From an optimization exercise on the open Yosys and OpenROAD flow, aimed at small area, a short achievable clock period and few clock cycles per item; shortcuts taken in it are not production practice.
At most, simulation tests tie the RTL to the original design; equivalence was not proved.
For run 8, only the layout was checked, not whether the RTL still works.
Power figures rest on the tool's default switching activity, not on a simulated workload.

[flow/config.mk]
export PLATFORM = sky130hd
export DESIGN_NAME = unary_row_top
export DESIGN_NICKNAME = unary_row_top
export VERILOG_FILES = /design/flow/design.v
export SDC_FILE = /design/flow/constraint.sdc
export NUM_CORES = 4
export LEC_CHECK = 0
export CAP_MARGIN = 20
export CORE_MARGIN = 2
export CORE_UTILIZATION = 60
export PLACE_DENSITY = 0.75
export SLEW_MARGIN = 20
[flow/constraint.sdc]
create_clock -name core_clock -period 5.0 [get_ports {clk}]
set_input_delay 1.0000 -clock core_clock [delete_from_list [all_inputs] [get_ports {clk}]]
set_output_delay 1.0000 -clock core_clock [all_outputs]
set_load 0.01 [all_outputs]
[flow/design.v]
`default_nettype none
package unary_data_pkg;
    typedef logic signed [8-1:0] ifm_t;     
    typedef logic        [8-2:0] mag_t;     
    typedef logic signed [24-1:0] psum_t;
    typedef logic        [8-2:0] win_cnt_t;  
    localparam int unsigned WIN_LEN = 2 ** (8 - 1);
endpackage
`default_nettype wire
`default_nettype none
module unary_col
(
    input  wire logic [6:0] y,
    input  wire logic       sa_e,
    input  wire logic       n,
    input  wire logic [6:0] w,
    input  wire logic [6:0] bias_lo,
    output logic [6:0]      lo,
    output logic            c
);
    logic [6:0] r;
    logic [6:0] h;
    logic [6:0] bx;
    logic [5:0][5:0] pp;
    always_comb begin
        for (int k = 0; k < 7; k++) r[k] = w[6-k];
    end
    assign bx = bias_lo ^ {7{n}};
    logic [6:0] gen0, prop0;
    logic [6:0] gen1, prop1, gen2, prop2, gen3;
    logic [7:0] gt;
    assign gen0  = y & ~r;
    assign prop0 = y | ~r;
    for (genvar k = 0; k < 7; k++) begin : g_ks
        assign gen1[k]  = (k >= 1) ? gen0[k]  | (prop0[k] & gen0[k >= 1 ? k-1 : 0])  : gen0[k] | (prop0[k] & sa_e);
        assign prop1[k] = (k >= 1) ? prop0[k] & prop0[k >= 1 ? k-1 : 0] : 1'b0;
        assign gen2[k]  = (k >= 2) ? gen1[k]  | (prop1[k] & gen1[k >= 2 ? k-2 : 0])  : gen1[k] | (prop1[k] & sa_e);
        assign prop2[k] = (k >= 2) ? prop1[k] & prop1[k >= 2 ? k-2 : 0] : 1'b0;
        assign gen3[k]  = (k >= 4) ? gen2[k]  | (prop2[k] & gen2[k >= 4 ? k-4 : 0])  : gen2[k] | (prop2[k] & sa_e);
    end
    assign gt = {gen3, sa_e};
    for (genvar k = 0; k < 7; k++) begin : g_hit
        assign h[k] = r[k] & (y[k] | gt[k]);
    end
    for (genvar k = 0; k < 6; k++) begin : g_pp
        for (genvar j = 0; j < 6 - k; j++) begin : g_col
            assign pp[k][j] = r[k] & y[j+k+1];
        end
        for (genvar j = 6 - k; j < 6; j++) begin : g_pad
            assign pp[k][j] = 1'b0;
        end
    end
    wire fs0, fc0;
    assign fs0 = pp[0][0] ^ pp[1][0] ^ pp[2][0];
    assign fc0 = (pp[0][0] & pp[1][0]) | (pp[2][0] & (pp[0][0] ^ pp[1][0]));
    wire fs1, fc1;
    assign fs1 = pp[3][0] ^ pp[4][0] ^ pp[5][0];
    assign fc1 = (pp[3][0] & pp[4][0]) | (pp[5][0] & (pp[3][0] ^ pp[4][0]));
    wire fs2, fc2;
    assign fs2 = fs0 ^ fs1 ^ h[0];
    assign fc2 = (fs0 & fs1) | (h[0] & (fs0 ^ fs1));
    wire fs3, fc3;
    assign fs3 = h[1] ^ h[2] ^ h[3];
    assign fc3 = (h[1] & h[2]) | (h[3] & (h[1] ^ h[2]));
    wire fs4, fc4;
    assign fs4 = h[4] ^ h[5] ^ h[6];
    assign fc4 = (h[4] & h[5]) | (h[6] & (h[4] ^ h[5]));
    wire hs0, hc0;
    assign hs0 = fs2 ^ fs3;
    assign hc0 = fs2 & fs3;
    wire fs5, fc5;
    assign fs5 = bx[1] ^ pp[0][1] ^ pp[1][1];
    assign fc5 = (bx[1] & pp[0][1]) | (pp[1][1] & (bx[1] ^ pp[0][1]));
    wire fs6, fc6;
    assign fs6 = pp[2][1] ^ pp[3][1] ^ pp[4][1];
    assign fc6 = (pp[2][1] & pp[3][1]) | (pp[4][1] & (pp[2][1] ^ pp[3][1]));
    wire fs7, fc7;
    assign fs7 = fc0 ^ fc1 ^ fs5;
    assign fc7 = (fc0 & fc1) | (fs5 & (fc0 ^ fc1));
    wire fs8, fc8;
    assign fs8 = fs6 ^ fc2 ^ fc3;
    assign fc8 = (fs6 & fc2) | (fc3 & (fs6 ^ fc2));
    wire fs9, fc9;
    assign fs9 = fc4 ^ fs7 ^ hc0;
    assign fc9 = (fc4 & fs7) | (hc0 & (fc4 ^ fs7));
    wire fs10, fc10;
    assign fs10 = bx[2] ^ pp[0][2] ^ pp[1][2];
    assign fc10 = (bx[2] & pp[0][2]) | (pp[1][2] & (bx[2] ^ pp[0][2]));
    wire fs11, fc11;
    assign fs11 = pp[2][2] ^ pp[3][2] ^ fc5;
    assign fc11 = (pp[2][2] & pp[3][2]) | (fc5 & (pp[2][2] ^ pp[3][2]));
    wire fs12, fc12;
    assign fs12 = fc6 ^ fs10 ^ fc7;
    assign fc12 = (fc6 & fs10) | (fc7 & (fc6 ^ fs10));
    wire fs13, fc13;
    assign fs13 = fs11 ^ fc8 ^ fs12;
    assign fc13 = (fs11 & fc8) | (fs12 & (fs11 ^ fc8));
    wire fs14, fc14;
    assign fs14 = bx[3] ^ pp[0][3] ^ pp[1][3];
    assign fc14 = (bx[3] & pp[0][3]) | (pp[1][3] & (bx[3] ^ pp[0][3]));
    wire fs15, fc15;
    assign fs15 = pp[2][3] ^ fc10 ^ fs14;
    assign fc15 = (pp[2][3] & fc10) | (fs14 & (pp[2][3] ^ fc10));
    wire fs16, fc16;
    assign fs16 = fc11 ^ fs15 ^ fc12;
    assign fc16 = (fc11 & fs15) | (fc12 & (fc11 ^ fs15));
    wire fs17, fc17;
    assign fs17 = bx[4] ^ pp[0][4] ^ pp[1][4];
    assign fc17 = (bx[4] & pp[0][4]) | (pp[1][4] & (bx[4] ^ pp[0][4]));
    wire fs18, fc18;
    assign fs18 = fc14 ^ fs17 ^ fc15;
    assign fc18 = (fc14 & fs17) | (fc15 & (fc14 ^ fs17));
    wire fs19, fc19;
    assign fs19 = bx[5] ^ pp[0][5] ^ fc17;
    assign fc19 = (bx[5] & pp[0][5]) | (fc17 & (bx[5] ^ pp[0][5]));
    logic [7:0] ra, rb, pg, pk;
    logic [7:0] cg1, cp1, cg2, cp2, cg3;
    logic [8:0] cy;
    assign ra = {1'b0, bx[6], fs19, fs18, fc13, fc9, fs8, fs4};
    assign rb = {1'b0, fc19, fc18, fc16, fs16, fs13, fs9, hs0};
    assign pg = ra & rb;
    assign pk = ra ^ rb;
    for (genvar j = 0; j < 8; j++) begin : g_cpa
        assign cg1[j] = (j >= 1) ? pg[j]  | (pk[j]  & pg[j >= 1 ? j-1 : 0])  : pg[j] | (pk[j] & bx[0]);
        assign cp1[j] = (j >= 1) ? pk[j]  & pk[j >= 1 ? j-1 : 0] : 1'b0;
        assign cg2[j] = (j >= 2) ? cg1[j] | (cp1[j] & cg1[j >= 2 ? j-2 : 0]) : cg1[j] | (cp1[j] & bx[0]);
        assign cp2[j] = (j >= 2) ? cp1[j] & cp1[j >= 2 ? j-2 : 0] : 1'b0;
        assign cg3[j] = (j >= 4) ? cg2[j] | (cp2[j] & cg2[j >= 4 ? j-4 : 0]) : cg2[j] | (cp2[j] & bx[0]);
    end
    assign cy = {cg3, bx[0]};
    assign lo = (pk[6:0] ^ {7{n}}) ^ cy[6:0];
    assign c  = cy[7];
endmodule
`default_nettype wire
`default_nettype none
module psum_hi
#(
    parameter int W = 24 - 7
)
(
    input  wire logic [W-1:0] b,
    input  wire logic [W-1:0] q,
    input  wire logic         n,
    input  wire logic         cy,
    input  wire logic         go,
    output logic [W-1:0]      d
);
    logic [W:0] qg;
    always_comb begin
        qg[0] = go;
        for (int i = 0; i < W; i++) qg[i+1] = qg[i] & (b[i] ^ n);
    end
    assign d = (go ? b : q) ^ ({W{cy}} & qg[W-1:0]);
endmodule
`default_nettype wire
`default_nettype none
module unary_row_top
(
    input  wire logic                    clk,
    input  wire logic                    rst_n_i,
    input  wire logic                    start_i,
    input  wire unary_data_pkg::ifm_t                    ifm_i,
    input  wire logic                    wght_load_i,
    input  wire logic                    wght_sign_i,
    input  wire unary_data_pkg::mag_t                    wght_abs_i,
    input  wire logic                    wght_clr_i,
    input  wire unary_data_pkg::psum_t [4-1:0] bias_i,
    output logic                         busy_o,
    output unary_data_pkg::psum_t [4-1:0]      result_o,
    output logic                         result_valid_o
);
    localparam int HI = 24 - 7;   
    logic                                     valid_q;
    logic                                     go;
    logic [4-1:0]                   wght_sign_q;
    unary_data_pkg::mag_t [4-1:0]   wght_abs_q;
    logic                                     ifm_sign;
    logic                                     sa_e;
    logic [6:0]                               y;
    unary_data_pkg::psum_t [4-1:0]  res;
    assign go = start_i && !valid_q;   
    always_ff @(posedge clk or negedge rst_n_i) begin
        if (!rst_n_i) valid_q <= 1'b0;
        else          valid_q <= go;
    end
    assign busy_o         = valid_q;
    assign result_valid_o = valid_q;
    always_ff @(posedge clk or negedge rst_n_i) begin
        if (!rst_n_i) begin
            wght_sign_q <= '0;
            wght_abs_q  <= '0;
        end else if (wght_clr_i) begin
            wght_sign_q <= '0;
            wght_abs_q  <= '0;
        end else if (wght_load_i) begin
            wght_sign_q <= {wght_sign_q[4-2:0], wght_sign_i};
            wght_abs_q  <= {wght_abs_q[4-2:0], wght_abs_i};
        end
    end
    assign ifm_sign = ifm_i[8-1];
    assign sa_e     = ifm_sign;
    assign y        = ifm_i[8-2:0] ^ {7{sa_e}};
    for (genvar c = 0; c < 4; c++) begin : g_col
        logic          n, cy, m;
        logic [6:0]    lo;
        assign n = ifm_sign ^ wght_sign_q[c];
        unary_col i_col (
            .y(y), .sa_e(sa_e), .n(n), .w(wght_abs_q[c]),
            .bias_lo(bias_i[c][6:0]), .lo(lo), .c(cy)
        );
        psum_hi i_hi (
            .b(bias_i[c][24-1:7]), .q(result_o[c][24-1:7]),
            .n(n), .cy(cy), .go(go), .d(res[c][24-1:7])
        );
        assign res[c][6:0] = go ? lo : result_o[c][6:0];
    end
    always_ff @(posedge clk or negedge rst_n_i) begin
        if (!rst_n_i)  result_o <= '0;
        else           result_o <= res;   
    end
endmodule
`default_nettype wire
[flow/run.sh]
#!/bin/bash
# synth_recipe.tcl (not shown) runs the flow's synth.tcl, then flattens the netlist and writes it again
# the make line also repeats each setting of config.mk as NAME=value (left out here)
make -C /OpenROAD-flow-scripts/flow DESIGN_CONFIG=/design/flow/config.mk WORK_HOME=/design/flow/orfs CLKGATE_MAP_FILE= SYNTH_SCRIPT=/design/flow/synth_recipe.tcl finish
==> metrics.cfg, run 1 <==
[worst_hold_path]
worst_hold_path_type = reg -> reg
min_delay_path_depth = 2

[clock_tree]
cts_inserted_buffers = 17
cts.reportedPaths.clkPinSlew_ns = 0.07
cts_root_buffer = clkbuf_16
cts_num_sinks = 129
htreeDepth = 4
worst_skew_pair.late_latency_ns = 0.44
cts-root-to-sink-buffers = 2
postCtsHoldBufs = 0
clock_tree_from_tritoncts = built

[placement]
port_buffers = 214
dp_cells = 1872
dp_hpwl_um = 25070
place.gp.congestion = 0.9288

[global_route]
antenna_found_initial = 0
gr-usage-all-layers = 0.3305
grt_max_degree = 99
grt-ovfl-total = 0
wire_length_of_the_first_global_routing_pass_um = 56830
grt_pass1_vias = 11500

[sta]
count_of_final_hold_check_violations = 0
post-route-min-period_ns = 5.025
setup_tns_ns = -0.08649
timing.max_slew.rel_slack = 0.3375
rsz0062_at_grt = yes
max_freq_mhz = 199.0
timing_worst_slew_pin_value_ns = 0.9938
final.period_utilization = 1.005
skew_ns = 0.009676
timing_max_transition_violations_final = 0
final_setup_violating_endpoints = 4
timing.final.ws_setup_ns = -0.02501

[status]
status = complete, but fails checks
check.faults = setup timing

[layout]
layout-drive-gt1-share = 0.1882
filler_cell_count = 1123
non_filler_cells_in_the_finished_layout = 1934
syn2layout_area_growth_pct = 39.37
nNetsFinal = 1885

[drt]
drt-total-wl_um = 36540
viasPerCell = 5.817
vias = 11250
ant_nets = 0
drt_drc_violations_left = 0
drtPass1Iterations = 6
avgRoutedWirePerCell_um = 18.89
drt_first_iter_violations = 886

[setup_path]
worst_setup_path_start_kind = input port
r2r-start = wght_abs_q[27]
worst_ep_arrival_time_ns = 5.34
timing.reg2reg.worst_path_depth = 18
cp-end-kind = register
worstSetupPathDepth = 19
setup.worst_path.end = result_o[46]
critical-path-slowest-cell = fa_1
critical_path.n_buffers_inverters = 8
worst_path_dominant_cell_family = adder cells
cp_common_cell = fa_1
crit_path_start = ifm_i[7]
rr_endpoint = result_o[94]
timing_worst_setup_path_type = in -> reg
critical_path.cell_chain = buf_12, buf_12, buf_8, buf_6, xor2_4, xnor2_2, fa_1, fa_2, inv_2, fa_1, inv_2, fa_1, inv_1, ha_2, nand3_2, o31ai_4, buf_6, nand4_1, xor2_1
cp_slowest_stage_delay_ns = 0.58
crit_path_max_fanout = 7
r2r_setup_slack_ns = 0.32
critical_path_data_required_time_ns = 5.32

[power_and_ir_drop]
combinationalPowerShare = 0.439
internal_power_mw = 3.051
p_total_mw = 4.726
ir_worst_vdd_mv = 0.2546
power.switching_mw = 1.675
sequentialPowerShare = 0.280
power.switching_fraction = 0.3545
clock_power_share = 0.281
power.density_cell_area_nw_per_um2 = 281.1
power_leakage_nw = 7.338

[yosys]
top_area_cell_type_share_of_the_netlist_area = 0.2676
syn-instance-count = 1340
post_synth_main_area_contributors = dfrtp_1 27%, fa_1 13%, xnor2_1 8.9%
distinct_cell_type_count_of_the_synthesized_netlist = 79
synth_top_area_cell = dfrtp_1
post_synthesis_net_count = 1570
ys_ff_latch = 129
synth-seq-area-share = 0.2676
synthesized_cell_area_um2 = 12070
synth_enable_flop_cells = 0
synth.avg_cell_area_um2 = 9.004
synth_most_common_cell = nand2_1
dominantRegCellSynth = dfrtp_1
synthesis.yosys.warnings = 3
synth_async_reset_ratio = 1.000
ys_top_cells_by_count = 156 x nand2_1, 129 x dfrtp_1, 124 x inv_1

[floorplanning]
die_x_um = 145.8
core_um2 = 19590
boundaryPins = 215
fp.dieArea_um2 = 21260
start_util = 0.6159
chipHeight_um = 145.8
rows = 51

[flow_run]
max_cap_violations = 0

-- worst reg2reg max path: cells and delay by family (launching register included) --
family	cells	cell delay, ns
flip-flops	1	0.65
adder cells (fa/ha/maj)	4	1.34
AO/OA/AOI/OAI	5	0.90
AND/OR/NAND/NOR	5	1.45
buffers and inverters	3	0.16
XOR/XNOR	1	0.11
-- stage by stage --
step | setup slack [ns] | instance area, µm² | hold WS, ns | util
after floorplan | -0.2640 | 12460 | 0.5084 | -
after global placement | -0.4884 | 15560 | 0.4611 | 0.7942
after detailed placement | -0.6774 | 15550 | 0.4719 | 0.7939
after CTS | 0.001832 | 16370 | 0.4867 | 0.8355
after global routing | -0.1484 | 16810 | 0.5047 | 0.8582
final | -0.02501 | 16810 | 0.4816 | 0.8583
-- cell type report --
| type | instances | area [µm²] | share of cell area |
|---|---|---|---|
| sequential | 129 | 3228 | 0.1920 |
| clock buffer | 18 | 439.2 | 0.02612 |
| clock inverter | 14 | 163.9 | 0.009748 |
| multi-input combinational | 1011 | 8696 | 0.5172 |
| tap | 265 | 331.6 | 0.01972 |
| timing repair buffer | 372 | 3488 | 0.2075 |
| inverter | 124 | 465.4 | 0.02768 |
| antenna | 1 | 2.502 | 0.0001488 |
-- placed cells by master (no fill, tap or decap), types with 32 or more instances in the layout --
cell and count:
clkdlybuf4s50_1 203, nand2_1 145, buf_4 135, dfrtp_1 129, xnor2_1 115, inv_1 113
mux2i_1 100, nor2_1 80, fa_1 75, o21ai_0 50, xor2_1 41, a21oi_1 39
nand3_1 32
-- worst min path at each step --
stage	startpoint	end	slack [ns]
global route	result_o[6]	result_o[6]	0.50
floorplan	wght_abs_q[21]	wght_abs_q[21]	0.51
finish	result_o[3]	result_o[3]	0.48
CTS	result_o[5]	result_o[5]	0.49
global placement	result_o[28]	result_o[28]	0.46
detailed placement	result_o[5]	result_o[5]	0.47
-- metal layers --
layer	share of wire	routed length, µm	up-vias	track usage
met1	0.39	14080	5517	0.4009
met5	0	0	-	0
met4	0.030	1108	0	0.1225
met2	0.50	18370	518	0.5696
li1	-	-	5118	-
met3	0.082	2983	98	0.08370
-- what timing repair did --
| action | in CTS | in global routing |
|---|---|---|
| resized for setup | 35 | 79 |
| pin swaps | 15 | 60 |
| cloned | 0 | 4 |
| buffers inserted | 14 | 13 |
| endpoints found under the setup margin | 61 | 66 |
-- sequential cells by signal (all words and copies together) (netlist names) --
name,count
valid_q,1
wght_sign_q,4
wght_abs_q,28
result_o,96
-- logic make-up after synthesis --
kind of cell             share of synthesized area
AO/OA/AOI/OAI                               0.1138
XOR/XNOR                                    0.1378
adder cells (fa/ha/maj)                     0.1695
buffers and inverters                      0.06554
flip-flops                                  0.2676
multiplexers                               0.08389
AND/OR/NAND/NOR                             0.1620
-- power groups by stage --
stage	Sequential, mW	Combinational (mW)	Clock, mW
finish	1.32	2.08	1.33
global route	1.35	2.23	1.38
CTS	1.32	1.93	1.33
detailed placement	1.34	1.88	0
global placement	1.33	1.82	0
floorplan	1.39	0.966	0
Testbench counts, summed over its fixed seeds: cycles 2,304, items 1,024.
==> inputs of run 2 (changes only) <==
--- a/flow/config.mk
+++ b/flow/config.mk
@@ -9,4 +9,5 @@
 export CORE_MARGIN = 2
-export CORE_UTILIZATION = 60
-export PLACE_DENSITY = 0.75
+export CORE_UTILIZATION = 40
+export SETUP_SLACK_MARGIN = 0.1
 export SLEW_MARGIN = 20
+export TNS_END_PERCENT = 100
==> run 2 against run 1 <==
  * Now clean on timing, DRC and antenna
  * Sequential share of layout area is 0.60 points lower
  * Clock power about the same
  * Combinational power about the same
  * Setup slack improved by 0.094 ns
  * Critical path depth up 3
  * Sequential power about the same
  * Total power about the same
  * Die area up 48%
  * Critical path type unchanged
  * Synthesized area stayed put
  * Final cell count rose by 6.8%
  * Clock skew hardly changed
==> metrics.cfg, run 2 <==
[global_route]
grt-ovfl-total = 0
gr-usage-all-layers = 0.2225
wire_length_of_the_first_global_routing_pass_um = 55290
antenna_found_initial = 0
grt_pass1_vias = 10770
grt_max_degree = 88

[power_and_ir_drop]
ir_worst_vdd_mv = 0.1917
power_leakage_nw = 7.491
p_total_mw = 4.724
power.density_cell_area_nw_per_um2 = 272.2

[setup_path]
r2r-start = wght_abs_q[27]
worst_setup_path_start_kind = input port
timing.reg2reg.worst_path_depth = 19
cp-end-kind = register
critical_path_data_required_time_ns = 5.30
r2r_setup_slack_ns = 0.38
worst_ep_arrival_time_ns = 5.23
setup.worst_path.end = result_o[92]
crit_path_start = ifm_i[7]
cp_slowest_stage_delay_ns = 0.55
critical-path-slowest-cell = fa_1
timing_worst_setup_path_type = in -> reg
crit_path_max_fanout = 5
critical_path.cell_chain = buf_8, buf_12, buf_4, xor2_1, buf_4, buf_4, nand2_1, fa_1, inv_1, fa_1, ha_4, inv_2, fa_1, inv_2, ha_4, a21o_1, a31oi_4, or4_4, a21oi_4, buf_6, nand3_2, xor2_1
rr_endpoint = result_o[92]

[yosys]
synth.avg_cell_area_um2 = 9.004
synth_top_area_cell = dfrtp_1
top_area_cell_type_share_of_the_netlist_area = 0.2676
distinct_cell_type_count_of_the_synthesized_netlist = 79
synthesized_cell_area_um2 = 12070
dominantRegCellSynth = dfrtp_1
post_synth_main_area_contributors = dfrtp_1 27%, fa_1 13%, xnor2_1 8.9%
synth_async_reset_ratio = 1.000
post_synthesis_net_count = 1570
ys_ff_latch = 129
ys_top_cells_by_count = 156 x nand2_1, 129 x dfrtp_1, 124 x inv_1
synth_most_common_cell = nand2_1
synth-seq-area-share = 0.2676
synthesis.yosys.warnings = 3
syn-instance-count = 1340
synth_enable_flop_cells = 0

[sta]
timing_worst_slew_pin_value_ns = 0.9476
final_setup_violating_endpoints = 0
max_freq_mhz = 202.8
skew_ns = 0.009283
timing_max_transition_violations_final = 0
timing.max_slew.rel_slack = 0.3683
post-route-min-period_ns = 4.931
count_of_final_hold_check_violations = 0
final.period_utilization = 0.9861
rsz0062_at_grt = yes
hold-worst-slack_ns = 0.4763

[layout]
reg.largest.list = result_o (96), wght_abs_q (28), wght_sign_q (4)
filler_cell_count = 2664
syn2layout_area_growth_pct = 43.87
non_filler_cells_in_the_finished_layout = 2066
nNetsFinal = 1894
layout_commonest_cell = clkdlybuf4s50_1
max_flop_register = result_o
most-common-layout-cells = 203 x clkdlybuf4s50_1, 141 x nand2_1, 133 x buf_4
utilization = 0.5857
largest_reg_flops = 96
layout-drive-gt1-share = 0.2082
num_antenna_cells = 0

[status]
status = no timing/DRC/antenna violations

[floorplanning]
core_um2 = 29640
die_x_um = 177.7
chipHeight_um = 177.7
fp.dieArea_um2 = 31570
start_util = 0.4071
rows = 63
boundaryPins = 215

[drt]
drt-total-wl_um = 34470
viasPerCell = 5.121
drt_drc_violations_left = 0
drtPass1Iterations = 5
vias = 10580
ant_nets = 0
avgRoutedWirePerCell_um = 16.68
drt_first_iter_violations = 468

[clock_tree]
clock_tree_from_tritoncts = built
cts_root_buffer = clkbuf_16
cts_inserted_buffers = 17
cts.reportedPaths.clkPinSlew_ns = 0.06
htreeDepth = 4
cts_num_sinks = 129
cts-root-to-sink-buffers = 2
postCtsHoldBufs = 0
worst_skew_pair.late_latency_ns = 0.43

[placement]
dp_hpwl_um = 25510
place.gp.congestion = 0.9009
port_buffers = 214
dp_cells = 2000

[worst_hold_path]
worst_hold_path_type = reg -> reg

[flow_run]
max_cap_violations = 0

==> run 2: repair_timing <==
action,4_1_cts,5_1_grt
buffers inserted,23,9
resized for setup,63,85
pin swaps,45,62
hold endpoints to repair,0,0
cloned,4,1
setup endpoints to repair,77,74
==> run 2: cells by family after synthesis <==
kind of cell | Yosys count | share of synthesized area
muxes | 101 | 0.08389
DFF | 129 | 0.2676
xor gates and xnor gates | 179 | 0.1378
buffers and inverters | 200 | 0.06554
AOI/OAI and AO/OA | 203 | 0.1138
adders and majority gates | 116 | 0.1695
and+or+nand+nor | 412 | 0.1620
==> run 2: where the power goes <==
group          switching (mW)  total [mW]  internal (mW)
registers               0.109        1.32           1.21
clock network           0.528        1.32          0.791
logic                   0.969        2.09           1.12
total                    1.61        4.72           3.12
==> run 2: final cells by class <==
type | count | area, µm² | area share
Clock inverter | 14 | 178.9 | 0.01031
Tap cell | 390 | 488.0 | 0.02811
Sequential cell | 129 | 3228 | 0.1860
Multi-Input combinational cell | 1011 | 8890 | 0.5121
Timing Repair Buffer | 381 | 3682 | 0.2121
Inverter | 124 | 465.4 | 0.02681
Clock buffer | 17 | 425.4 | 0.02451
==> run 2: per-stage QoR <==
step           worst slack [ns]  cell area (µm²)  setup TNS (ns)
6_report                0.06944            17360               0
5_1_grt                -0.05838            17360         -0.4668
4_1_cts                 0.08610            16910               0
2_1_floorplan           -0.2640            12490          -7.357
3_3_place_gp            -0.5241            15810          -34.44
3_5_place_dp            -0.5847            15810          -40.39
==> run 2: metal layers <==
layer / wire length (µm) / global-route usage
met5: 0 / 0
met4: 808 / 0.07343
met3: 2163 / 0.05163
met2: 16610 / 0.3674
met1: 14880 / 0.2871
==> run 2: critical path: cells and delay by family <==
kind / cells / cell delay, ns
adder cells (fa/ha/maj): 5 / 1.99
buffers and inverters: 9 / 0.96
XOR/XNOR: 2 / 0.27
AND/OR/NAND/NOR: 3 / 0.59
AO/OA/AOI/OAI: 3 / 0.42
==> run 2: worst min path at each step <==
stage                   start             end  slack (ns)  cells after the start
2_1_floorplan  wght_abs_q[21]  wght_abs_q[21]        0.51                      2
4_1_cts          result_o[51]    result_o[51]        0.48                      2
3_3_place_gp     result_o[28]    result_o[28]        0.46                      2
5_1_grt          result_o[27]    result_o[27]        0.49                      2
3_5_place_dp     result_o[51]    result_o[51]        0.47                      2
6_report         result_o[73]    result_o[73]        0.48                      2
==> inputs of run 3 (changes only) <==
==> flow/flow/run.sh (new file) <==
#!/bin/bash
# The standard layout (standard.sh: the standard flow's synthesis and ORFS flow), except
# that the port buffers are the smallest buffer, sky130_fd_sc_hd__buf_1,
# rather than the cell buffer_ports picks by default. Repair may still
# resize them. The full output goes to standard.log.
set -o pipefail
export BUFFER_PORTS_ARGS="-buffer_cell sky130_fd_sc_hd__buf_1"
bash standard.sh > standard.log 2>&1
==> flow/standard.sh (new file) <==
#!/bin/bash
# synth_recipe.tcl (not shown) runs the flow's synth.tcl, then flattens the netlist and writes it again
# the make line also repeats each setting of config.mk as NAME=value (left out here)
make -C /OpenROAD-flow-scripts/flow DESIGN_CONFIG=/design/flow/config.mk WORK_HOME=/design/flow/orfs CLKGATE_MAP_FILE= SYNTH_SCRIPT=/design/flow/synth_recipe.tcl "${@:-finish}"
--- a/flow/config.mk
+++ b/flow/config.mk
@@ -10,4 +10,4 @@
 export CORE_UTILIZATION = 40
-export SETUP_SLACK_MARGIN = 0.1
+export CTS_BUF_LIST = sky130_fd_sc_hd__clkbuf_4 sky130_fd_sc_hd__clkbuf_8
+export GPL_TIMING_DRIVEN = 0
 export SLEW_MARGIN = 20
-export TNS_END_PERCENT = 100
removed: flow/run.sh
==> run 3 against run 2 <==
  * Now fails the layout checks on setup timing
  * Synthesized area unchanged
  * Fmax down 1.6%
  * Sequential power is essentially flat
  * Die area is the same
  * Total power is 15% lower
  * Critical path depth is 1 lower
==> metrics.cfg, run 3 <==
[sta]
final_setup_violating_endpoints = 2
rsz0062_at_grt = yes
skew_ns = 0.02222
timing.final.ws_setup_ns = -0.01283
timing_worst_slew_pin_value_ns = 1.070
timing_max_transition_violations_final = 0
final.period_utilization = 1.003
count_of_final_hold_check_violations = 0
post-route-min-period_ns = 5.013
max_freq_mhz = 199.5
setup_tns_ns = -0.02289
timing.max_slew.rel_slack = 0.2869

[drt]
drt-total-wl_um = 36780
ant_nets = 0
avgRoutedWirePerCell_um = 17.91
viasPerCell = 5.285
drtPass1Iterations = 5
vias = 10860
drt_first_iter_violations = 483
drt_drc_violations_left = 0

[layout]
num_antenna_cells = 0
max_flop_register = result_o
non_filler_cells_in_the_finished_layout = 2054
filler_cell_count = 2806
most-common-layout-cells = 211 x buf_1, 140 x nand2_1, 129 x dfrtp_1
layout-drive-gt1-share = 0.1803
multi_input_area_um2 = 9035
layout_commonest_cell = buf_1
seqCellArea_um2 = 3228
nNetsFinal = 1882
reg.largest.list = result_o (96), wght_abs_q (28), wght_sign_q (4)
syn2layout_area_growth_pct = 31.10
largest_reg_flops = 96

[yosys]
synth_top_family_by_area = adder cells
synth-adder-area-share = 0.1694
post_synth_xor_xnor_area = 0.1378
synth_enable_flop_cells = 0
synth_compound_area_frac = 0.1138
ys_ff_latch = 129
distinct_cell_type_count_of_the_synthesized_netlist = 79
top_area_cell_type_share_of_the_netlist_area = 0.2676
post_synthesis_net_count = 1570
synth-seq-area-share = 0.2676
syn-instance-count = 1340
synthesis.yosys.warnings = 3
synth_async_reset_ratio = 1.000
dominantRegCellSynth = dfrtp_1
synth_top_area_cell = dfrtp_1
synth_most_common_cell = nand2_1
post_synth_simple_gate_area = 0.1620
post_synth_main_area_contributors = dfrtp_1 27%, fa_1 13%, xnor2_1 8.9%
synthMuxAreaShare = 0.08390
synth.avg_cell_area_um2 = 9.004
ys_top_cells_by_count = 156 x nand2_1, 129 x dfrtp_1, 124 x inv_1
synthesized_cell_area_um2 = 12070

[power_and_ir_drop]
power.switching_mw = 1.554
p_total_mw = 4.001
combinationalPowerShare = 0.436
internal_power_mw = 2.447
sequentialPowerShare = 0.326
clock_power_share = 0.237
power_leakage_nw = 6.661
ir_worst_vdd_mv = 0.1508
power.switching_fraction = 0.3884
power.density_cell_area_nw_per_um2 = 252.9

[status]
check.faults = setup timing
status = complete, but fails checks

[floorplanning]
rows = 63
die_x_um = 177.7
fp.dieArea_um2 = 31570
chipHeight_um = 177.7
core_um2 = 29640
start_util = 0.4071
boundaryPins = 215

[setup_path]
worst_setup_path_start_kind = input port
timing_worst_setup_path_type = in -> reg
crit_path_max_fanout = 7
worst_ep_arrival_time_ns = 5.38
r2r_setup_slack_ns = 0.23
critical_path_data_required_time_ns = 5.37
cp-end-kind = register

[placement]
place.gp.congestion = 0.8781
post-place-ws_ns = -1.115
dp_cells = 1943
port_buffers = 209
dp_hpwl_um = 27080

[clock_tree]
htreeDepth = 4
cts_num_sinks = 129
clock_tree_from_tritoncts = built
cts-root-to-sink-buffers = 2
worst_skew_pair.late_latency_ns = 0.46
postCtsHoldBufs = 0
cts_inserted_buffers = 17
cts.reportedPaths.clkPinSlew_ns = 0.08
cts_root_buffer = clkbuf_8

[global_route]
wire_length_of_the_first_global_routing_pass_um = 57900
gr-usage-all-layers = 0.2372
antenna_found_initial = 3
grt_max_degree = 31
grt-ovfl-total = 0
grt_pass1_vias = 10790

[flow_run]
max_cap_violations = 0

[worst_hold_path]
worst_hold_path_type = reg -> reg

run 3: cell counts after synthesis:
Identical to the previous run, type by type.
run 3: cells by family after synthesis:
logic type / Yosys count
and+or+nand+nor: 412
AOI/OAI and AO/OA: 203
buffers and inverters: 200
xor gates and xnor gates: 179
DFF: 129
adders and majority gates: 116
muxes: 101
run 3: worst max-delay path: stages:
cell	delay [ns]
buf_16	0.12
buf_16	0.15
buf_16	0.16
xor2_4	0.19
buf_8	0.13
buf_12	0.11
nand2_4	0.05
fa_1	0.55
inv_2	0.04
fa_1	0.56
ha_4	0.15
inv_2	0.03
fa_1	0.49
inv_2	0.05
ha_4	0.28
a21o_1	0.15
a31oi_4	0.06
or4_4	0.46
a21oi_4	0.28
and3_4	0.25
xnor2_2	0.10
run 3: power by group through the flow:
stage | clock network, mW | registers, mW | logic, mW
global route | 1.01 | 1.33 | 1.93
global placement | 0 | 1.32 | 1.47
CTS | 0.964 | 1.31 | 1.61
detailed placement | 0 | 1.32 | 1.50
finish | 0.949 | 1.31 | 1.75
floorplan | 0 | 1.39 | 0.966
run 3: stage by stage:
step / hold WS (ns) / cell area, µm² / util
after floorplan: 0.5084 / 12460 / -
after global placement: 0.4647 / 13730 / 0.4632
after detailed placement: 0.4690 / 13810 / 0.4659
after CTS: 0.4871 / 15080 / 0.5090
after global routing: 0.5134 / 15820 / 0.5337
final: 0.4799 / 15820 / 0.5337
run 3: per-layer routing:
metal,up-vias,global-route usage,share of wire
met5,-,0,0.00035
met4,2,0.07582,0.028
met3,66,0.05013,0.065
met2,342,0.3831,0.47
met1,5335,0.3178,0.44
li1,5111,-,-
run 3: worst paths after layout:
path	cells past startpoint	to	start
worst max-delay path	21	result_o[94]	ifm_i[7]
worst min-delay path	2	result_o[27]	result_o[27]
worst min register to register	2	result_o[27]	result_o[27]
max in group asynchronous	3	result_o[49]	rst_n_i
worst max register to register	16	result_o[94]	wght_sign_q[3]
min in group asynchronous	1	result_o[36]	rst_n_i
run 3: cell type report:
class                      instances  share of cell area
multi-input combinational       1011              0.5712
sequential                       129              0.2041
timing repair buffer             297              0.1080
buffer                            72             0.03109
tap                              390             0.03085
inverter                         124             0.02982
clock buffer                      19             0.01653
clock inverter                    12            0.008464
run 3: repair_timing:
action                                  4_1_cts  5_1_grt
gates cloned                                  3        1
endpoints found under the setup margin       81       74
buffers inserted                             52       28
resized for setup                            73      116
pin swaps                                    29       77
==> inputs of run 4 (changes only) <==
--- a/flow/config.mk
+++ b/flow/config.mk
@@ -7,3 +7,3 @@
 export LEC_CHECK = 0
-export CAP_MARGIN = 20
+export CAP_MARGIN = 0
 export CORE_MARGIN = 2
@@ -12,2 +12,2 @@
 export GPL_TIMING_DRIVEN = 0
-export SLEW_MARGIN = 20
+export SLEW_MARGIN = 0
==> run 4 against run 3 <==
  * Non-clock buffer count shrank 11
  * The layout still fails its checks (setup timing)
  * Wire length decreased by 1.5%
  * Synthesized area is the same
  * Critical endpoint unchanged
  * Sequential share of layout area grew 0.45 points
  * Largest cell class unchanged
  * Clock power fell by 2.4%
  * Sequential power is essentially flat
  * Combinational power fell by 2%
==> metrics.cfg, run 4 <==
[global_route]
gr-usage-all-layers = 0.2334
grt-ovfl-total = 0
antenna_found_initial = 2
wire_length_of_the_first_global_routing_pass_um = 56910
grt_pass1_vias = 10670
grt_max_degree = 39

[placement]
post-place-ws_ns = -1.130
place.gp.congestion = 0.8781
dp_hpwl_um = 27000
port_buffers = 209

[setup_path]
worst_ep_arrival_time_ns = 5.43
worst_setup_path_start_kind = input port
setup.worst_path.end = result_o[94]
cp-end-kind = register
critical_path_data_required_time_ns = 5.39
r2r-start = wght_sign_q[3]
timing_worst_setup_path_type = in -> reg
rr_endpoint = result_o[94]
timing.reg2reg.worst_path_depth = 16
r2r_setup_slack_ns = 0.17
crit_path_start = ifm_i[7]
crit_path_max_fanout = 7

[drt]
drtPass1Iterations = 5
drt_first_iter_violations = 529
ant_nets = 0
drt-total-wl_um = 36210
avgRoutedWirePerCell_um = 17.72
drt_drc_violations_left = 0
vias = 10720
viasPerCell = 5.248

[layout]
max_flop_register = result_o
layout-drive-gt1-share = 0.1603
utilization = 0.5221
syn2layout_area_growth_pct = 28.25
most-common-layout-cells = 210 x buf_1, 143 x nand2_1, 129 x dfrtp_1
largest_reg_flops = 96
nNetsFinal = 1871
reg.largest.list = result_o (96), wght_abs_q (28), wght_sign_q (4)
num_antenna_cells = 0
layout_commonest_cell = buf_1

[floorplanning]
boundaryPins = 215
chipHeight_um = 177.7
fp.dieArea_um2 = 31570
die_x_um = 177.7
rows = 63
start_util = 0.4071
core_um2 = 29640

[sta]
post-route-min-period_ns = 5.044
rsz0062_at_grt = yes
max_freq_mhz = 198.2
timing_worst_slew_pin_value_ns = 1.027
timing.max_slew.rel_slack = 0.3156
final_setup_violating_endpoints = 3
hold-worst-slack_ns = 0.3729
timing_max_transition_violations_final = 0
skew_ns = 0.01743
timing.final.ws_setup_ns = -0.04442
count_of_final_hold_check_violations = 0
final.period_utilization = 1.009

[power_and_ir_drop]
combinationalPowerShare = 0.434
power.density_cell_area_nw_per_um2 = 254.8
ir_worst_vdd_mv = 0.1361
internal_power_mw = 2.421
power.switching_fraction = 0.3861
power_leakage_nw = 6.522
sequentialPowerShare = 0.331
power.switching_mw = 1.522
clock_power_share = 0.235

[clock_tree]
cts_root_buffer = clkbuf_8
cts_inserted_buffers = 17
cts-root-to-sink-buffers = 2
htreeDepth = 4
cts.reportedPaths.clkPinSlew_ns = 0.09
cts_num_sinks = 129
postCtsHoldBufs = 0
clock_tree_from_tritoncts = built
worst_skew_pair.late_latency_ns = 0.46

[yosys]
distinct_cell_type_count_of_the_synthesized_netlist = 79
synth_enable_flop_cells = 0
ys_ff_latch = 129
synth-seq-area-share = 0.2676
top_area_cell_type_share_of_the_netlist_area = 0.2676
synth_most_common_cell = nand2_1
synth.avg_cell_area_um2 = 9.004
post_synth_main_area_contributors = dfrtp_1 27%, fa_1 13%, xnor2_1 8.9%
ys_top_cells_by_count = 156 x nand2_1, 129 x dfrtp_1, 124 x inv_1
dominantRegCellSynth = dfrtp_1
synthesized_cell_area_um2 = 12070
syn-instance-count = 1340
synth_top_area_cell = dfrtp_1
synth_async_reset_ratio = 1.000
synthesis.yosys.warnings = 3
post_synthesis_net_count = 1570

[worst_hold_path]
worst_hold_path_type = in -> async

[flow_run]
max_cap_violations = 0

[status]
status = complete, but fails checks
check.faults = setup timing

-- run 4: power by group through the flow --
stage                     clock network [mW]  logic [mW]  registers [mW]
after detailed placement                   0        1.50            1.32
final                                  0.926        1.71            1.31
after global placement                     0        1.47            1.32
after CTS                              0.951        1.59            1.31
after floorplan                            0       0.966            1.39
after global routing                   0.993        1.89            1.33
-- run 4: kinds of logic (layout without fill, tap and decap cells) --
group           count (synthesis)  after routing  share of synthesized area
compound gates                203            203                     0.1138
xor+xnor                      179            179                     0.1378
fa+ha+maj                     116            116                     0.1695
buf+inv                       200            513                    0.06554
flops                         129            129                     0.2676
mux                           101            101                    0.08389
simple gates                  412            412                     0.1620
-- run 4: how the worst min path moves through the flow --
stage,to,cells after the start,slack (ns),startpoint
4_1_cts,result_o[25],1,0.35,rst_n_i
6_report,result_o[25],1,0.37,rst_n_i
2_1_floorplan,wght_abs_q[21],2,0.51,wght_abs_q[21]
5_1_grt,result_o[25],1,0.35,rst_n_i
3_5_place_dp,result_o[50],2,0.47,result_o[50]
3_3_place_gp,result_o[25],2,0.46,result_o[25]
-- run 4: critical path: stages --
cell	delay, ns
buf_16	0.13
buf_16	0.15
buf_12	0.15
buf_12	0.13
xor2_4	0.27
nand2_1	0.12
fa_1	0.51
inv_1	0.05
fa_1	0.49
ha_2	0.17
inv_2	0.04
fa_1	0.54
inv_2	0.05
ha_4	0.27
a21o_1	0.16
a31oi_4	0.06
or4_4	0.47
a21oi_4	0.29
and3_4	0.26
xnor2_2	0.10
-- run 4: stage by stage --
step           setup TNS [ns]  area (µm²)  cells  total power [mW]
4_1_cts                     0       14890   2016             3.853
5_1_grt               -0.9684       15470   2043             4.212
3_3_place_gp          -525.59       13730   1939             2.790
2_1_floorplan          -7.308       12460   1340             2.359
6_report             -0.08408       15470   2043             3.943
3_5_place_dp           -71.21       13810   1943             2.826
-- run 4: layout make-up --
cell class	instances	area, µm²
Sequential cell	129	3228
Inverter	124	474.2
Tap cell	390	488.0
Timing Repair Buffer	287	1577
Clock buffer	19	255.2
Multi-Input combinational cell	1011	8836
Clock inverter	12	137.6
Buffer	71	478.0
Fill cell	2881	14160
-- run 4: layer usage --
| layer | track usage | wire (µm) | vias to the layer above |
|---|---|---|---|
| li1 | - | - | 5098 |
| met1 | 0.3035 | 15600 | 5196 |
| met2 | 0.3745 | 16860 | 366 |
| met3 | 0.06577 | 2716 | 59 |
| met4 | 0.07650 | 1022 | 2 |
| met5 | 0 | 13 | - |
-- run 4: what timing repair did --
item,4_1_cts,5_1_grt
gates resized for setup,59,98
cloned,3,0
pin swaps,21,45
buffers inserted,40,33
setup endpoints to repair,80,73
==> inputs of run 5 (changes only) <==
--- a/flow/config.mk
+++ b/flow/config.mk
@@ -7,7 +7,6 @@
 export LEC_CHECK = 0
-export CAP_MARGIN = 0
+export CAP_MARGIN = 20
 export CORE_MARGIN = 2
-export CORE_UTILIZATION = 40
+export CORE_UTILIZATION = 55
 export CTS_BUF_LIST = sky130_fd_sc_hd__clkbuf_4 sky130_fd_sc_hd__clkbuf_8
-export GPL_TIMING_DRIVEN = 0
-export SLEW_MARGIN = 0
+export SLEW_MARGIN = 20
==> run 5 against run 4 <==
  * Now clean on timing, DRC and antenna
  * Sequential cell count unchanged
  * Non-clock buffer count decreased by 14
  * Die area decreased by 27%
  * Critical path type unchanged
  * Clock power decreased by 2.5%
  * Clock skew increased by 0.0014 ns
  * Critical path depth decreased by 1
  * Critical endpoint unchanged
  * Sequential power about the same
==> metrics.cfg, run 5 <==
[drt]
drt_first_iter_violations = 558
route.layer.met1.wl_um = 13920
ant_nets = 0
viasPerCell = 5.443
drtPass1Iterations = 5
routed-wl-met2_um = 15060
avgRoutedWirePerCell_um = 16.38
drt-total-wl_um = 31460
drt_drc_violations_left = 0
top_layer_used = met4
vias = 10460
route.met3.wl_um = 1739

[yosys]
syn-instance-count = 1340
dominantRegCellSynth = dfrtp_1
post_synthesis_net_count = 1570
synthesis.yosys.warnings = 3
ys_ff_latch = 129
synth_most_common_cell = nand2_1
synth.avg_cell_area_um2 = 9.004
synth-seq-area-share = 0.2676
synth_enable_flop_cells = 0
ys_top_cells_by_count = 156 x nand2_1, 129 x dfrtp_1, 124 x inv_1
synth_top_area_cell = dfrtp_1
top_area_cell_type_share_of_the_netlist_area = 0.2676
synthesized_cell_area_um2 = 12070
post_synth_main_area_contributors = dfrtp_1 27%, fa_1 13%, xnor2_1 8.9%
distinct_cell_type_count_of_the_synthesized_netlist = 79
synth_async_reset_ratio = 1.000

[layout]
layout-drive-gt1-share = 0.1445
design_area_um2 = 14730
layout_commonest_cell = buf_1
largest_reg_flops = 96
non_filler_cells_in_the_finished_layout = 1921
max_flop_register = result_o
most-common-layout-cells = 211 x buf_1, 152 x nand2_1, 129 x dfrtp_1
reg.largest.list = result_o (96), wght_abs_q (28), wght_sign_q (4)
nNetsFinal = 1857
syn2layout_area_growth_pct = 22.12

[status]
status = no timing/DRC/antenna violations

[clock_tree]
cts_num_sinks = 129
cts_root_buffer = clkbuf_8
cts.reportedPaths.clkPinSlew_ns = 0.10
clock_tree_from_tritoncts = built
htreeDepth = 4
cts-root-to-sink-buffers = 2
cts_inserted_buffers = 17
worst_skew_pair.late_latency_ns = 0.46

[setup_path]
timing_worst_setup_path_type = in -> reg
worst_ep_arrival_time_ns = 5.28
cp-end-kind = register
crit_path_max_fanout = 8
worst_path_dominant_cell_family = adder cells
critical_path.cell_chain = clkbuf_4, buf_12, buf_12, xor2_4, nand2_2, fa_1, inv_1, fa_1, ha_1, inv_1, fa_1, inv_2, ha_4, a21o_1, a31oi_4, or4_4, a21oi_4, and3_4, xnor2_1
critical-path-slowest-cell = fa_1
critical_path_data_required_time_ns = 5.39
worst_setup_path_start_kind = input port
cp_slowest_stage_delay_ns = 0.54
cp_common_cell = fa_1
critical_path.n_buffers_inverters = 6

[global_route]
gr-usage-all-layers = 0.2797
wire_length_of_the_first_global_routing_pass_um = 52990
antenna_found_initial = 1
grt_pass1_vias = 10580
grt-ovfl-total = 0
grt_max_degree = 76

[floorplanning]
die_x_um = 152.1
chipHeight_um = 152.1
core_um2 = 21690
rows = 54
fp.dieArea_um2 = 23140
start_util = 0.5563
boundaryPins = 215

[power_and_ir_drop]
sequentialPowerShare = 0.345
clock_power_share = 0.237
internal_power_mw = 2.290
ir_worst_vdd_mv = 0.1824
power_leakage_nw = 6.450
power.switching_mw = 1.523
combinationalPowerShare = 0.418
power.density_cell_area_nw_per_um2 = 258.8
power.switching_fraction = 0.3995

[sta]
count_of_final_hold_check_violations = 0
setup_tns_ns = 0
final_setup_violating_endpoints = 0
skew_ns = 0.01888
timing_max_transition_violations_final = 0
rsz0062_at_grt = no
final.period_utilization = 0.9782
max_freq_mhz = 204.5
timing.final.ws_setup_ns = 0.1090
timing.max_slew.rel_slack = 0.3278
post-route-min-period_ns = 4.891
timing_worst_slew_pin_value_ns = 1.008

[worst_hold_path]
worst_hold_path_type = reg -> reg

[placement]
dp_cells = 1884
dpl-instance-area_um2 = 14240
place.gp.congestion = 0.9031
post-place-ws_ns = -0.3865
dp_hpwl_um = 24050
port_buffers = 214

[flow_run]
max_cap_violations = 0

run 5: kinds of logic after synthesis:
logic type | after synthesis | share of synthesized area
muxes | 101 | 0.08389
DFF | 129 | 0.2676
adders and majority gates | 116 | 0.1695
xor gates and xnor gates | 179 | 0.1378
and+or+nand+nor | 412 | 0.1620
buffers and inverters | 200 | 0.06554
AOI/OAI and AO/OA | 203 | 0.1138
run 5: power by group through the flow:
stage	sequential [mW]	combinational (mW)	clock, mW
3_3_place_gp	1.33	1.55	0
2_1_floorplan	1.39	0.966	0
5_1_grt	1.34	1.77	0.963
3_5_place_dp	1.33	1.59	0
4_1_cts	1.32	1.59	0.922
6_report	1.32	1.59	0.903
run 5: what timing repair did:
item / CTS / global route
buffers inserted: 0 / 3
endpoints found under the setup margin: 0 / 51
hold buffers: 0 / 0
gates resized for setup: 0 / 20
run 5: metal layers:
metal | vias up | track usage
met5 | - | 0
met4 | 0 | 0.08011
met1 | 5065 | 0.3742
li1 | 5049 | -
met3 | 51 | 0.05505
met2 | 291 | 0.4653
run 5: path summary, 6_finish.rpt:
path,cells past startpoint,slack (ns),endpoint,from
worst max-delay path,19,0.11,result_o[94],ifm_i[7]
worst min-delay path,2,0.48,result_o[76],result_o[76]
worst max register to register,18,0.47,result_o[94],wght_abs_q[26]
worst min register to register,2,0.48,result_o[76],result_o[76]
max in group asynchronous,2,3.42,wght_abs_q[27],rst_n_i
min in group asynchronous,1,0.64,wght_abs_q[2],rst_n_i
run 5: area by class of cell:
cell class / instances / area, µm²
clock inverter: 15 / 141.4
multi-input combinational: 1011 / 8428
tap: 280 / 350.3
antenna: 1 / 2.502
clock buffer: 17 / 234.0
fill: 1853 / 6954
sequential: 129 / 3228
timing repair buffer: 344 / 1884
inverter: 124 / 465.4
run 5: per-stage QoR:
stage / hold slack (ns) / total power [mW] / utilization
finish: 0.4818 / 3.813 / 0.6794
global route: 0.5086 / 4.076 / 0.6794
CTS: 0.4886 / 3.832 / 0.6740
detailed placement: 0.4680 / 2.919 / 0.6567
global placement: 0.4601 / 2.883 / 0.6567
floorplan: 0.5084 / 2.359 / -
run 5: worst reg2reg max path, stage by stage (launching register included):
cell     delay [ns]
dfrtp_1        0.61
a21oi_1        0.08
o21a_1         0.19
or4_1          0.54
a21o_1         0.19
nand2_1        0.09
fa_1           0.39
inv_1          0.07
ha_1           0.13
inv_1          0.05
fa_1           0.50
inv_2          0.05
ha_4           0.28
a21o_1         0.15
a31oi_4        0.06
or4_4          0.49
a21oi_4        0.28
and3_4         0.23
xnor2_1        0.10
==> inputs of run 6 (changes only) <==
--- a/flow/config.mk
+++ b/flow/config.mk
@@ -9,4 +9,5 @@
 export CORE_MARGIN = 2
-export CORE_UTILIZATION = 55
+export CORE_UTILIZATION = 40
 export CTS_BUF_LIST = sky130_fd_sc_hd__clkbuf_4 sky130_fd_sc_hd__clkbuf_8
+export PLACE_DENSITY = 0.7
 export SLEW_MARGIN = 20
==> run 6 against run 5 <==
  * Die area grew 36%
  * Sequential power is essentially flat
  * Fmax up 1.3%
  * Largest power group unchanged
  * Critical path depth stayed put
  * Sequential share of layout area shrank 0.40 points
  * Critical path type unchanged
==> metrics.cfg, run 6 <==
[yosys]
syn-instance-count = 1340
ys_ff_latch = 129
post_synth_main_area_contributors = dfrtp_1 27%, fa_1 13%, xnor2_1 8.9%
distinct_cell_type_count_of_the_synthesized_netlist = 79
synthesized_cell_area_um2 = 12070
synth_top_family_by_area = adder cells
synth-seq-area-share = 0.2676
synth_top_area_cell = dfrtp_1
synth.avg_cell_area_um2 = 9.004
post_synth_xor_xnor_area = 0.1378
synth_enable_flop_cells = 0
post_synthesis_net_count = 1570
synth_most_common_cell = nand2_1
synth_async_reset_ratio = 1.000
synthMuxAreaShare = 0.08390
ys_top_cells_by_count = 156 x nand2_1, 129 x dfrtp_1, 124 x inv_1
synthesis.yosys.warnings = 3
dominantRegCellSynth = dfrtp_1
top_area_cell_type_share_of_the_netlist_area = 0.2676
synth_compound_area_frac = 0.1138
synth-adder-area-share = 0.1694
post_synth_simple_gate_area = 0.1620

[global_route]
antenna_found_initial = 0
gr-usage-all-layers = 0.2040
grt-ovfl-total = 0
grt_max_degree = 78
grt_pass1_vias = 10460
wire_length_of_the_first_global_routing_pass_um = 51400

[layout]
reg.largest.list = result_o (96), wght_abs_q (28), wght_sign_q (4)
design_area_um2 = 15010
filler_cell_count = 2835
num_antenna_cells = 0
largest_reg_flops = 96
layout-drive-gt1-share = 0.1427
layout_commonest_cell = buf_1
utilization = 0.5063
syn2layout_area_growth_pct = 24.38
max_flop_register = result_o
nNetsFinal = 1865
most-common-layout-cells = 211 x buf_1, 154 x nand2_1, 129 x dfrtp_1

[sta]
rsz0062_at_grt = no
timing_worst_slew_pin_value_ns = 1.047
final.period_utilization = 0.9652
post-route-min-period_ns = 4.826
timing.max_slew.rel_slack = 0.3023
count_of_final_hold_check_violations = 0
timing_max_transition_violations_final = 0
skew_ns = 0.01645
final_setup_violating_endpoints = 0
max_freq_mhz = 207.2
hold-worst-slack_ns = 0.4815
setup_tns_ns = 0

[floorplanning]
die_x_um = 177.7
rows = 63
fp.dieArea_um2 = 31570
boundaryPins = 215
start_util = 0.4071
core_um2 = 29640
chipHeight_um = 177.7

[setup_path]
crit_path_max_fanout = 7
critical_path_data_required_time_ns = 5.39
r2r_setup_slack_ns = 0.60
timing.reg2reg.worst_path_depth = 17
rr_endpoint = result_o[47]
critical_path.n_buffers_inverters = 7
worst_ep_arrival_time_ns = 5.21
critical_path.cell_chain = clkbuf_4, buf_12, xor2_4, buf_4, buf_12, nand2_1, fa_1, inv_1, fa_1, ha_1, inv_1, fa_1, inv_1, ha_4, nand4b_1, a21oi_4, o2111ai_2, nor4b_4, xnor2_1
timing_worst_setup_path_type = in -> reg
worst_setup_path_start_kind = input port
cp-end-kind = register
r2r-start = wght_abs_q[12]
worst_path_dominant_cell_family = adder cells
cp_slowest_stage_delay_ns = 0.54
critical-path-slowest-cell = fa_1

[clock_tree]
postCtsHoldBufs = 0
cts-root-to-sink-buffers = 2
clock_tree_from_tritoncts = built
worst_skew_pair.late_latency_ns = 0.46
cts_inserted_buffers = 17
cts_num_sinks = 129
htreeDepth = 4
cts.reportedPaths.clkPinSlew_ns = 0.08
cts_root_buffer = clkbuf_8

[drt]
drtPass1Iterations = 7
drt_first_iter_violations = 563
avgRoutedWirePerCell_um = 15.58
drt_drc_violations_left = 0
ant_nets = 0
drt-total-wl_um = 31730
viasPerCell = 5.149
vias = 10490

[placement]
dpl-instance-area_um2 = 14470
port_buffers = 214
place.gp.congestion = 0.9093
dp_hpwl_um = 24420

[worst_hold_path]
min_delay_path_depth = 2
timing.hold.worst.start = result_o[1]
holdPathEnd = result_o[1]
worst_hold_path_type = reg -> reg

[status]
status = no timing/DRC/antenna violations

[power_and_ir_drop]
power.density_cell_area_nw_per_um2 = 262.7
ir_worst_vdd_mv = 0.2026
power_leakage_nw = 6.537
p_total_mw = 3.943

[flow_run]
max_cap_violations = 0

-- run 6: tightest hold or removal path: stages (launching register included) --
cell     delay [ns]
dfrtp_1        0.34
nand2_1        0.04
o21ai_0        0.06
-- run 6: power breakdown --
group          internal (mW)  total (mW)  switching [mW]
Sequential              1.21        1.32           0.107
Clock                  0.570        1.02           0.454
Combinational          0.733        1.60           0.869
-- run 6: logic make-up after synthesis --
| group | Yosys count |
|---|---|
| AO/OA/AOI/OAI | 203 |
| XOR/XNOR | 179 |
| adder cells (fa/ha/maj) | 116 |
| buffers and inverters | 200 |
| flip-flops | 129 |
| multiplexers | 101 |
| AND/OR/NAND/NOR | 412 |
-- run 6: routing by layer --
layer  up-vias  track usage  wire, µm
li1       5071            -         -
met1      5040       0.2621     13830
met2       335       0.3466     15280
met3        42      0.04220      2032
met4         0      0.05772       591
met5         -            0         0
-- run 6: final cells by class --
class	count	area (µm²)	share of cell area
clock buffer	21	270.3	0.01801
clock inverter	10	158.9	0.01059
inverter	124	465.4	0.03102
multi-input combinational	1011	8418	0.5609
sequential	129	3228	0.2151
tap	390	488.0	0.03252
timing repair buffer	352	1978	0.1318
-- run 6: how the worst max path moves through the flow --
stage	startpoint	cells past startpoint	to
2_1_floorplan	ifm_i[7]	21	result_o[85]
3_3_place_gp	ifm_i[7]	21	result_o[53]
3_5_place_dp	ifm_i[7]	19	result_o[68]
4_1_cts	ifm_i[7]	19	result_o[68]
5_1_grt	ifm_i[7]	20	result_o[47]
6_report	ifm_i[7]	19	result_o[68]
-- run 6: timing repair --
action	CTS	global route
hold endpoints to repair	0	0
setup endpoints to repair	0	38
setup buffers	0	2
gates resized for setup	0	10
-- run 6: metrics by stage --
| step | worst slack, ns | std cells |
|---|---|---|
| after floorplan | -0.2640 | 1340 |
| after global placement | -0.2797 | 2003 |
| after detailed placement | -0.3734 | 2003 |
| after CTS | 0.1228 | 2034 |
| after global routing | 0.02895 | 2037 |
| final | 0.1739 | 2037 |
==> inputs of run 7 (changes only) <==
--- a/flow/config.mk
+++ b/flow/config.mk
@@ -11,3 +11,2 @@
 export CTS_BUF_LIST = sky130_fd_sc_hd__clkbuf_4 sky130_fd_sc_hd__clkbuf_8
-export PLACE_DENSITY = 0.7
 export SLEW_MARGIN = 20
==> run 7 against run 6 <==
  * Non-clock buffer count fell by 8
  * Die area did not move
  * Sequential share of layout area rose by 0.17 points
  * Wire length rose by 1.2%
  * Cell area fell by 0.78%
  * Fmax rose by 0.21%
==> metrics.cfg, run 7 <==
[status]
status = no timing/DRC/antenna violations

[drt]
drt_drc_violations_left = 0
vias = 10420
avgRoutedWirePerCell_um = 15.82
ant_nets = 0
viasPerCell = 5.132
drt_first_iter_violations = 628
drt-total-wl_um = 32110
drtPass1Iterations = 5

[yosys]
synth_enable_flop_cells = 0
synthesized_cell_area_um2 = 12070
post_synthesis_net_count = 1570
ys_top_cells_by_count = 156 x nand2_1, 129 x dfrtp_1, 124 x inv_1
syn-instance-count = 1340
top_area_cell_type_share_of_the_netlist_area = 0.2676
dominantRegCellSynth = dfrtp_1
ys_ff_latch = 129
synth_most_common_cell = nand2_1
synth_async_reset_ratio = 1.000
synth_top_area_cell = dfrtp_1
post_synth_main_area_contributors = dfrtp_1 27%, fa_1 13%, xnor2_1 8.9%
synthesis.yosys.warnings = 3
synth-seq-area-share = 0.2676
synth.avg_cell_area_um2 = 9.004
distinct_cell_type_count_of_the_synthesized_netlist = 79

[setup_path]
r2r_setup_slack_ns = 0.52
critical-path-slowest-cell = fa_1
cp_slowest_stage_delay_ns = 0.52
rr_endpoint = result_o[85]
cp-end-kind = register
r2r-start = wght_abs_q[27]
critical_path_data_required_time_ns = 5.31
worst_ep_arrival_time_ns = 5.12
timing.reg2reg.worst_path_depth = 18
critical_path.cell_chain = buf_4, buf_12, buf_4, xor2_4, buf_4, nand2_1, fa_1, inv_1, fa_1, ha_1, inv_1, fa_1, inv_1, ha_1, or3_1, o21ai_2, nor2_4, a31oi_4, buf_12, xor2_1, o21ai_0
worst_setup_path_start_kind = input port
timing_worst_setup_path_type = in -> reg
crit_path_start = ifm_i[7]
crit_path_max_fanout = 18

[sta]
post-route-min-period_ns = 4.816
final.period_utilization = 0.9632
timing_worst_slew_pin_value_ns = 1.086
timing.final.ws_setup_ns = 0.1839
setup_tns_ns = 0
timing_max_transition_violations_final = 0
count_of_final_hold_check_violations = 0
final_setup_violating_endpoints = 0
max_freq_mhz = 207.6
timing.max_slew.rel_slack = 0.2761
skew_ns = 0.01424
rsz0062_at_grt = no
hold-worst-slack_ns = 0.4797

[floorplanning]
core_um2 = 29640
boundaryPins = 215
rows = 63
die_x_um = 177.7
start_util = 0.4071
chipHeight_um = 177.7
fp.dieArea_um2 = 31570

[placement]
port_buffers = 214
dpl-instance-area_um2 = 14410
post-place-ws_ns = -0.4313
place.gp.congestion = 0.8750
dp_hpwl_um = 24360

[global_route]
gr-usage-all-layers = 0.2105
grt_pass1_vias = 10320
grt-ovfl-total = 0
antenna_found_initial = 1
grt_max_degree = 130
wire_length_of_the_first_global_routing_pass_um = 52870

[layout]
max_flop_register = result_o
design_area_um2 = 14890
most-common-layout-cells = 211 x buf_1, 154 x nand2_1, 129 x dfrtp_1
layout_commonest_cell = buf_1
largest_reg_flops = 96
utilization = 0.5024
layout-drive-gt1-share = 0.1384
syn2layout_area_growth_pct = 23.41
filler_cell_count = 2947
reg.largest.list = result_o (96), wght_abs_q (28), wght_sign_q (4)
num_antenna_cells = 0
nNetsFinal = 1857

[clock_tree]
clock_tree_from_tritoncts = built
cts-root-to-sink-buffers = 2
cts_inserted_buffers = 17
cts_root_buffer = clkbuf_8
htreeDepth = 4
cts_num_sinks = 129
worst_skew_pair.late_latency_ns = 0.47
cts.reportedPaths.clkPinSlew_ns = 0.08
postCtsHoldBufs = 0

[power_and_ir_drop]
ir_worst_vdd_mv = 0.1455
power.density_cell_area_nw_per_um2 = 256.2
power_leakage_nw = 6.461

[worst_hold_path]
holdPathEnd = result_o[51]
worst_hold_path_type = reg -> reg
timing.hold.worst.start = result_o[51]
min_delay_path_depth = 2

[flow_run]
max_cap_violations = 0

-- run 7: cell counts after synthesis --
Identical to the previous run, type by type.
-- run 7: logic make-up (layout without fill, tap and decap cells) --
group           count (synthesis)  in the layout  share of synthesized area
compound gates                203            203                     0.1138
xor+xnor                      179            179                     0.1378
fa+ha+maj                     116            116                     0.1695
buf+inv                       200            500                    0.06554
flops                         129            129                     0.2676
mux                           101            101                    0.08389
simple gates                  412            412                     0.1620
-- run 7: worst max-delay path by stage --
stage | to | slack, ns | cells after the start
finish | result_o[7] | 0.18 | 21
global placement | result_o[7] | -0.34 | 20
floorplan | result_o[85] | -0.26 | 21
global route | result_o[68] | 0.002 | 19
CTS | result_o[7] | 0.08 | 20
detailed placement | result_o[7] | -0.43 | 20
-- run 7: critical path: cells and delay by family --
family                   cells  cell delay, ns
AND/OR/NAND/NOR              3            0.46
AO/OA/AOI/OAI                3            0.39
adder cells (fa/ha/maj)      5            1.90
buffers and inverters        8            0.99
XOR/XNOR                     2            0.35
-- run 7: timing repair --
| action | in CTS | in global routing |
|---|---|---|
| setup endpoints to repair | 0 | 67 |
| resized for setup | 0 | 10 |
| buffers inserted | 0 | 3 |
-- run 7: power breakdown --
group	leakage [nW]	total, mW	internal [mW]	switching [mW]
Combinational	4.68	1.58	0.718	0.867
Clock	0.190	0.915	0.447	0.468
Sequential	1.59	1.32	1.21	0.105
Total	6.46	3.82	2.37	1.44
-- run 7: cell type report --
class,instances,area (µm²),area share
flip-flops and latches,129,3228,0.2168
clock inverters,11,105.1,0.007059
inverters,124,465.4,0.03126
well taps,390,488.0,0.03277
multi-input cells,1011,8408,0.5647
repair buffers,344,1906,0.1280
clock buffers,21,289.0,0.01941
-- run 7: routing by layer --
metal | GRT usage | vias to the layer above | share of wire
met3 | 0.05099 | 34 | 0.061
met1 | 0.2819 | 5053 | 0.45
met4 | 0.05362 | 2 | 0.016
met2 | 0.3412 | 279 | 0.47
li1 | - | 5049 | -
met5 | 0 | - | 0.00040
-- run 7: stage by stage --
step	total power, mW	cells
global route	4.103	2030
detailed placement	2.926	1994
finish	3.815	2030
global placement	2.896	1994
CTS	3.868	2026
floorplan	2.359	1340
==> inputs of run 8 (changes only) <==
--- a/flow/design.v
+++ b/flow/design.v
@@ -178,3 +178,3 @@
     logic                                     sa_e;
-    logic [6:0]                               y;
+    logic [6:0]                               y;   
     unary_data_pkg::psum_t [4-1:0]  res;
@@ -200,4 +200,11 @@
     assign ifm_sign = ifm_i[8-1];
-    assign sa_e     = ifm_sign;
-    assign y        = ifm_i[8-2:0] ^ {7{sa_e}};
+    assign sa_e     = 1'b0;
+    always_comb begin
+        logic below;   
+        below = 1'b0;
+        for (int j = 0; j < 7; j++) begin
+            y[j]  = ifm_i[j] ^ (ifm_sign & below);
+            below = below | ifm_i[j];
+        end
+    end
     for (genvar c = 0; c < 4; c++) begin : g_col
==> run 8 against run 7 <==
  * The layout now fails its checks (setup timing)
  * Sequential power barely moved
  * Synthesized cell count fell by 4.5%
  * Register-to-register slack got worse by 0.02 ns
  * Synthesized area fell by 1.2%
  * Global-route usage rose by 0.52 points
  * Core utilization rose by 2.3 points
  * Cell area rose by 4.1%
  * Die area fell by 1.2%
  * Clock power fell by 5.5%
  * Wire length rose by 3.3%
==> metrics.cfg, run 8 <==
[sta]
max_freq_mhz = 191.9
timing.final.ws_setup_ns = -0.2106
final_setup_violating_endpoints = 65
timing.max_slew.rel_slack = 0.2601
timing_worst_slew_pin_value_ns = 1.110
final.period_utilization = 1.042
timing_max_transition_violations_final = 0

[setup_path]
timing_worst_setup_path_type = in -> reg
worst_ep_arrival_time_ns = 5.55
setup.worst_path.end = result_o[21]
rr_endpoint = result_o[21]
crit_path_max_fanout = 7
critical_path_data_required_time_ns = 5.34
critical_path.cell_chain = buf_6, or4_4, o21ai_4, xnor2_4, buf_12, buf_8, nand2_4, fa_2, inv_2, fa_2, ha_4, inv_2, fa_1, inv_2, ha_4, a21oi_2, o21ai_2, a31o_4, a21oi_4, buf_8, nor3_1, xnor2_1
r2r_setup_slack_ns = 0.50

[yosys]
ys_top_cells_by_count = 144 x nand2_1, 129 x dfrtp_1, 124 x xnor2_1
synth_enable_flop_cells = 0
synth_most_common_cell = nand2_1
synth_async_reset_ratio = 1.000
synthesis.yosys.warnings = 3
post_synthesis_net_count = 1509
synthesized_cell_area_um2 = 11920

[drt]
vias = 10310
avgRoutedWirePerCell_um = 16.50
drt_first_iter_violations = 473
viasPerCell = 5.130
drt_drc_violations_left = 0
drtPass1Iterations = 5

[placement]
dp_cells = 1949
dp_hpwl_um = 24900
port_buffers = 214

[clock_tree]
postCtsHoldBufs = 0
clock_tree_from_tritoncts = built
htreeDepth = 4
cts-root-to-sink-buffers = 2
cts_inserted_buffers = 17

[flow_run]
max_cap_violations = 0

[layout]
syn2layout_area_growth_pct = 30.09
layout-drive-gt1-share = 0.2261
reg.largest.list = result_o (96), wght_abs_q (28), wght_sign_q (4)
layout_commonest_cell = buf_1

[power_and_ir_drop]
power.density_cell_area_nw_per_um2 = 253.3
power_leakage_nw = 6.710

[global_route]
antenna_found_initial = 1
wire_length_of_the_first_global_routing_pass_um = 53300
grt-ovfl-total = 0

[status]
status = complete, but fails checks
check.faults = setup timing

[floorplanning]
chipHeight_um = 176.6

==> run 8: cell families after synthesis <==
logic type / share of synthesized area
xor gates and xnor gates: 0.1400
DFF: 0.2709
buffers and inverters: 0.06889
adders and majority gates: 0.1680
muxes: 0.08779
and+or+nand+nor: 0.1517
AOI/OAI and AO/OA: 0.1127
==> run 8: what timing repair did <==
item                       4_1_cts  5_1_grt
setup endpoints to repair       62       82
setup buffers                   16       14
pin swaps                       23       64
gates resized for setup         57       85
==> run 8: how the worst min path moves through the flow <==
stage / start / end / slack [ns] / cells after the start
final: rst_n_i / result_o[85] / 0.47 / 1
after global routing: rst_n_i / result_o[85] / 0.49 / 1
after CTS: rst_n_i / result_o[85] / 0.46 / 1
after detailed placement: result_o[0] / result_o[0] / 0.47 / 2
after global placement: result_o[0] / result_o[0] / 0.46 / 2
after floorplan: wght_abs_q[21] / wght_abs_q[21] / 0.49 / 2
==> run 8: power by group <==
| group | internal, mW | switching (mW) | total [mW] | leakage (nW) |
|---|---|---|---|---|
| Combinational | 0.798 | 0.945 | 1.74 | 4.94 |
| Sequential | 1.21 | 0.109 | 1.32 | 1.59 |
| Clock | 0.355 | 0.510 | 0.865 | 0.179 |
| Total | 2.36 | 1.56 | 3.93 | 6.71 |
==> run 8: per-stage QoR <==
step                total power [mW]  cell area (µm²)
global route                   4.202            15500
detailed placement             2.945            14270
global placement               2.911            14270
finish                         3.926            15500
floorplan                      2.330            12230
CTS                            3.870            14990
==> run 8: area by class of cell <==
class | count | area [µm²]
antenna | 1 | 2.502
timing repair buffer | 382 | 2275
clock buffer | 18 | 241.5
inverter | 121 | 454.2
fill | 2756 | 13980
sequential | 129 | 3228
tap | 390 | 488.0
multi-input combinational | 955 | 8703
clock inverter | 14 | 107.6
==> run 8: worst max-delay path: cells and delay by family <==
family	cells	cell delay, ns
compound gates	5	0.92
xor+xnor	2	0.36
fa+ha+maj	5	1.92
buf+inv	7	0.66
simple gates	3	0.69
==> run 8: routing by layer <==
metal	routed length, µm	GRT usage	vias to the layer above
met1	14990	0.2881	5040
met5	13	0	-
li1	-	-	4956
met2	15990	0.3561	274
met4	614	0.06749	2
met3	1563	0.03768	39

Setup slack of run 8, layout unchanged: -0.211 ns with ideal ports, -0.199 ns with driving cells assumed (clock clkbuf_16, inputs buf_2), -0.702 ns with port delays also shifted by the 0.503 ns mid clock arrival.
